Background: an optimization exercise with open tools, aiming at small area. Do not read the settings as production practice. RTL that was checked went through simulation tests only; none was proved equivalent to the original. Power is estimated from default activity; no workload was simulated.

run A:
## strassenTop
module strassenTop (
    input  wire logic                                clk,
    input  wire logic                                reset,
    input  wire logic                                start,
    input  wire logic [3:0]                          mode,
    input  wire logic                                memWrite,
    input  wire logic                                memSelB,
    input  wire logic [strassenPkg::idxWidth-1:0]    memRow,
    input  wire logic [strassenPkg::idxWidth-1:0]    memCol,
    input  wire strassenPkg::elemT                   memData,
    input  wire logic [strassenPkg::addrWidth-1:0]   resultAddr,
    output logic                                     done,
    output strassenPkg::stateT                       state,
    output strassenPkg::resultT                      resultOut
);
Size: ~390 flip-flops, roughly 15000 sq um of cells after synthesis.
clock: 10.0 ns
lec_check: 0
cap_margin: 20
core_margin: 2
core_utilization: 40
slew_margin: 20
synth_hierarchical: 1
run.sh (not shown) runs the stock make flow with config.mk's settings and CLKGATE_MAP_FILE= SYNTH_SCRIPT=/design/flow/synth_recipe.tcl, a recipe that flattens the netlist after the stock synthesis.
> inputs changed (run A -> run B)
Settings: an added GPL_TIMING_DRIVEN of 0.
## What came out
Against run A, run B comes in 0.59 points lower on switching part of the total power.
Comparing net switching power figure for run B and run A, the bigger number came from run A.
Sequential share of layout area (run B over run A): increase, 1.1 points
Compared with run A, run B shows a higher final worst-path setup slack.
Compared with run A, run B shows hold slack higher by 0.0051 ns.
As of run B, largest vdd supply drop had risen by a few percent compared to run A.
Portion of the clock cycle consumed by the worst path in the final layout essentially unchanged between run A and run B.
Number of stages on the worst hold path came out exactly the same in run B and run A.
Reported for run B and run A, proportion of synthesized area in mux cells turned out identical to the last digit.
Run B vs run A on slew at the pin closest to its max-slew limit: run B is the lower one.
Of run B and run A, the higher maximum number of pins on one net before global-route repair belongs to run A.
Changes in run C relative to run B:
Settings: CTS_BUF_LIST: unset -> sky130_fd_sc_hd__clkbuf_4.
Summary of run C over run B: power decreased about 1.8%; final cell count without fillers increased 91; smallest setup slack after layout decreased 0.032 ns; switching share of total power increased 0.77 points.
The run showing the smaller ratio of final minimum period to clock period is run B.
Run C: share of cell area taken by flip-flops and latches higher than run B
Fmax: run C below run B
The clock buffer count in the final layout of run C exceeds that of run B by 150%.
No run of this note included a check of the RTL's function; only the layout flow was run.

---

== build 3 ==
Another version of the RTL of strassenTop (not shown whole).
Size in the first run: ~720 cells after synthesis, ~390 flip-flops, ~38 I/O pins, about 14000 sq um of cells after synthesis.
==> flow/design.v (excerpt) <==
module strassenTop (
    input  wire logic                                clk,
    input  wire logic                                reset,
    input  wire logic                                start,
    input  wire logic [3:0]                          mode,
    input  wire logic                                memWrite,
    input  wire logic                                memSelB,
    input  wire logic [strassenPkg::idxWidth-1:0]    memRow,
    input  wire logic [strassenPkg::idxWidth-1:0]    memCol,
    input  wire strassenPkg::elemT                   memData,
    input  wire logic [strassenPkg::addrWidth-1:0]   resultAddr,
    output logic                                     done,
    output strassenPkg::stateT                       state,
    output strassenPkg::resultT                      resultOut
);
clock: 10.0 ns
lec_check: 0
cap_margin: 20
core_margin: 2
core_utilization: 60
gpl_timing_driven: 0
slew_margin: 20
synth_hierarchical: 1
standard.sh (not shown) runs the stock make flow with config.mk's settings and CLKGATE_MAP_FILE= SYNTH_SCRIPT=/design/flow/synth_recipe.tcl, a recipe that flattens the netlist after the stock synthesis.
==> flow/flow/run.sh <==
#!/bin/bash
# Standard layout, with two changes: the clock tree uses larger sink clusters and no
# dummy loads, and the port buffers are the smallest buffer cell.
set -euo pipefail
CTS="-sink_clustering_enable -repair_clock_nets -dont_use_dummy_load"
CTS="$CTS -sink_clustering_size ${FLOW_CTS_SIZE:-20} -sink_clustering_max_diameter ${FLOW_CTS_DIAM:-120}"
CTS="$CTS -buf_list sky130_fd_sc_hd__clkbuf_8"
bash standard.sh "CTS_ARGS=$CTS" "BUFFER_PORTS_ARGS=-buffer_cell sky130_fd_sc_hd__buf_1" finish > standard.log 2>&1
Build 3 finished every step from synthesis to the final layout, and the layout passed the timing, DRC and antenna checks.
What build 53 does differently from build 3 at the input level:
==> flow/flow/run.sh <==
#!/bin/bash
# Standard layout, with two changes: the clock tree uses larger sink clusters and no
# dummy loads, and the port buffers are the smallest buffer cell.
set -euo pipefail
CTS="-sink_clustering_enable -repair_clock_nets -dont_use_dummy_load"
CTS="$CTS -sink_clustering_size ${FLOW_CTS_SIZE:-9} -sink_clustering_max_diameter ${FLOW_CTS_DIAM:-120}"
CTS="$CTS -buf_list sky130_fd_sc_hd__clkbuf_4"
bash standard.sh "CTS_ARGS=$CTS" "BUFFER_PORTS_ARGS=-buffer_cell sky130_fd_sc_hd__buf_1" finish > standard.log 2>&1
==> notes.md <==
- Met1 routed wirelength after detailed routing, build 53 vs build 3: up slightly
- Between build 53 and build 3, it is build 53 whose routed length on met2 is higher, by 130 um.
- Build 53 has less setup slack than build 3.
- Changes observed in build 53 relative to build 3: first-iteration DRC count dropped 1.5%, worst hold slack climbed 0.019 ns, met3 usage has increased.
- Compared with build 3, build 53 shows a higher worst clock skew on the final layout.
- Where final critical path time including I/O delays and setup is concerned, build 3 is better than build 53.
- Changes observed in build 53 relative to build 3: vias after detailed routing up 121, clock-pin slew reported for the worst setup and hold paths after clock tree synthesis dropped 0.02 ns.
Setup changes, build 53 to build 26
==> flow/flow/run.sh <==
#!/bin/bash
# Standard layout, with two changes: the clock tree uses larger sink clusters and no
# dummy loads, and the port buffers are the smallest buffer cell.
set -euo pipefail
CTS="-sink_clustering_enable -repair_clock_nets -dont_use_dummy_load"
CTS="$CTS -sink_clustering_size ${FLOW_CTS_SIZE:-20} -sink_clustering_max_diameter ${FLOW_CTS_DIAM:-120}"
CTS="$CTS -buf_list sky130_fd_sc_hd__clkbuf_8"
bash standard.sh "CTS_ARGS=$CTS" "BUFFER_PORTS_ARGS=-buffer_cell sky130_fd_sc_hd__buf_1" finish > standard.log 2>&1
diff --git a/flow/config.mk b/flow/config.mk
--- a/flow/config.mk
+++ b/flow/config.mk
@@ -9,3 +9,3 @@
 export CORE_MARGIN = 2
-export CORE_UTILIZATION = 60
+export CORE_UTILIZATION = 70
 export GPL_TIMING_DRIVEN = 0
Findings:
- When build 26 is set beside build 53, its final area turns out to be 60 sq um smaller.
- Measured against each other, build 53 and build 26 differ in measured slew at the worst slew-check pin, the higher figure coming from build 53.
- In the flow results for build 53 and build 26, the number of vias in the routed layout is smaller on build 26.
Relative to build 26, the following input files were edited for build 9:
diff --git a/flow/config.mk b/flow/config.mk
--- a/flow/config.mk
+++ b/flow/config.mk
@@ -7,7 +7,7 @@
 export LEC_CHECK = 0
-export CAP_MARGIN = 20
+export CAP_MARGIN = 10
 export CORE_MARGIN = 2
-export CORE_UTILIZATION = 70
+export CORE_UTILIZATION = 60
 export GPL_TIMING_DRIVEN = 0
-export SLEW_MARGIN = 20
+export SLEW_MARGIN = 10
 export SYNTH_HIERARCHICAL = 1
Results
Worst setup slack after placement: lower on build 9. Build 9 vs. build 26: worst hold slack went down by 0.011 ns. Taking build 26 as the reference point, the wire length of build 9 rises by 890 um. There was hardly any difference in maximum operating frequency between build 26 and build 9. Looking at build 26 and build 9, the cell area is a wash. The run with more setup slack is build 9; build 26 has less. Clock power share: build 9 higher than build 26. Between build 26 and build 9, global-route usage is higher for build 26, build 9 comes in under that. Taking build 26 as the reference point, the utilization of build 9 falls by 11 points. Between build 9 and build 26, it is build 9 whose buffers inserted during post-CTS setup optimization is higher, by 1.
Input changes introduced in build 61 (baseline for comparison: build 9):
diff --git a/flow/config.mk b/flow/config.mk
--- a/flow/config.mk
+++ b/flow/config.mk
@@ -7,3 +7,3 @@
 export LEC_CHECK = 0
-export CAP_MARGIN = 10
+export CAP_MARGIN = 0
 export CORE_MARGIN = 2
@@ -11,3 +11,3 @@
 export GPL_TIMING_DRIVEN = 0
-export SLEW_MARGIN = 10
+export SLEW_MARGIN = 0
 export SYNTH_HIERARCHICAL = 1
==> notes.md <==
Build 61: full flow OK, the timing, DRC and antenna checks passed
Total power: build 61 vs build 9, no meaningful difference
Maximum clock frequency: build 9 vs build 61 — no meaningful difference
Setup slack: lower on build 61
From build 61 to build 9, simple-gate area share of the yosys netlist did not move at all.
In terms of data arrival time of the worst path, build 61 and build 9 differ only marginally.
Build 61 vs build 9: maximum cell stage delay along the critical path down in build 61
From build 61 to build 9, clock net sink count did not move at all.
Build 61 ends up with a count of placed standard cells in the final layout, fillers left out that is about 0.54% lower than in build 9.
Routed wire in build 61 totals less than in build 9.
In build 61, the area growth from synthesis to final layout came out 0.28 points below the value in build 9.

==> static timing again, ports no longer ideal <==
The results above use ideal ports. As a check the final layouts listed here were re-extracted and re-timed, cells and wires unchanged. Step 1 assumes that a clkbuf_16 drives the clock port and a buf_2 every other input. Step 2, shift: input delay + t, output delay - t, t = (earliest + latest rising clock arrival at the registers) / 2. This alone moves slack from input paths to output paths. Three values: no drivers, after step 1, after step 2; two values: the first two.
| run | t (ns) | setup WS [ns] | worst data-port slew with drivers (ns) |
|---|---|---|---|
| run A | 0.558 | 0.184 / 0.123 / 0.123 | 0.08 |
| run B | 0.560 | 0.189 / 0.134 / 0.134 | 0.11 |
| run C | 0.723 | 0.157 / 0.109 / 0.109 | 0.12 |
| build 3 | 0.580 | 0.224 / 0.169 / 0.169 | 0.06 |
| build 53 | 0.678 | 0.211 / 0.159 / 0.159 | 0.06 |
| build 26 | 0.578 | 0.195 / 0.175 / 0.175 | 0.04 |
| build 9 | 0.594 | 0.211 / 0.188 / 0.188 | 0.06 |
| build 61 | 0.593 | 0.205 / 0.180 / 0.180 | 0.06 |
After both steps setup and hold are still met in every run listed. For run A, which loses most, drivers alone change the setup slack by -0.061 ns; drivers and shift together by -0.061 ns.
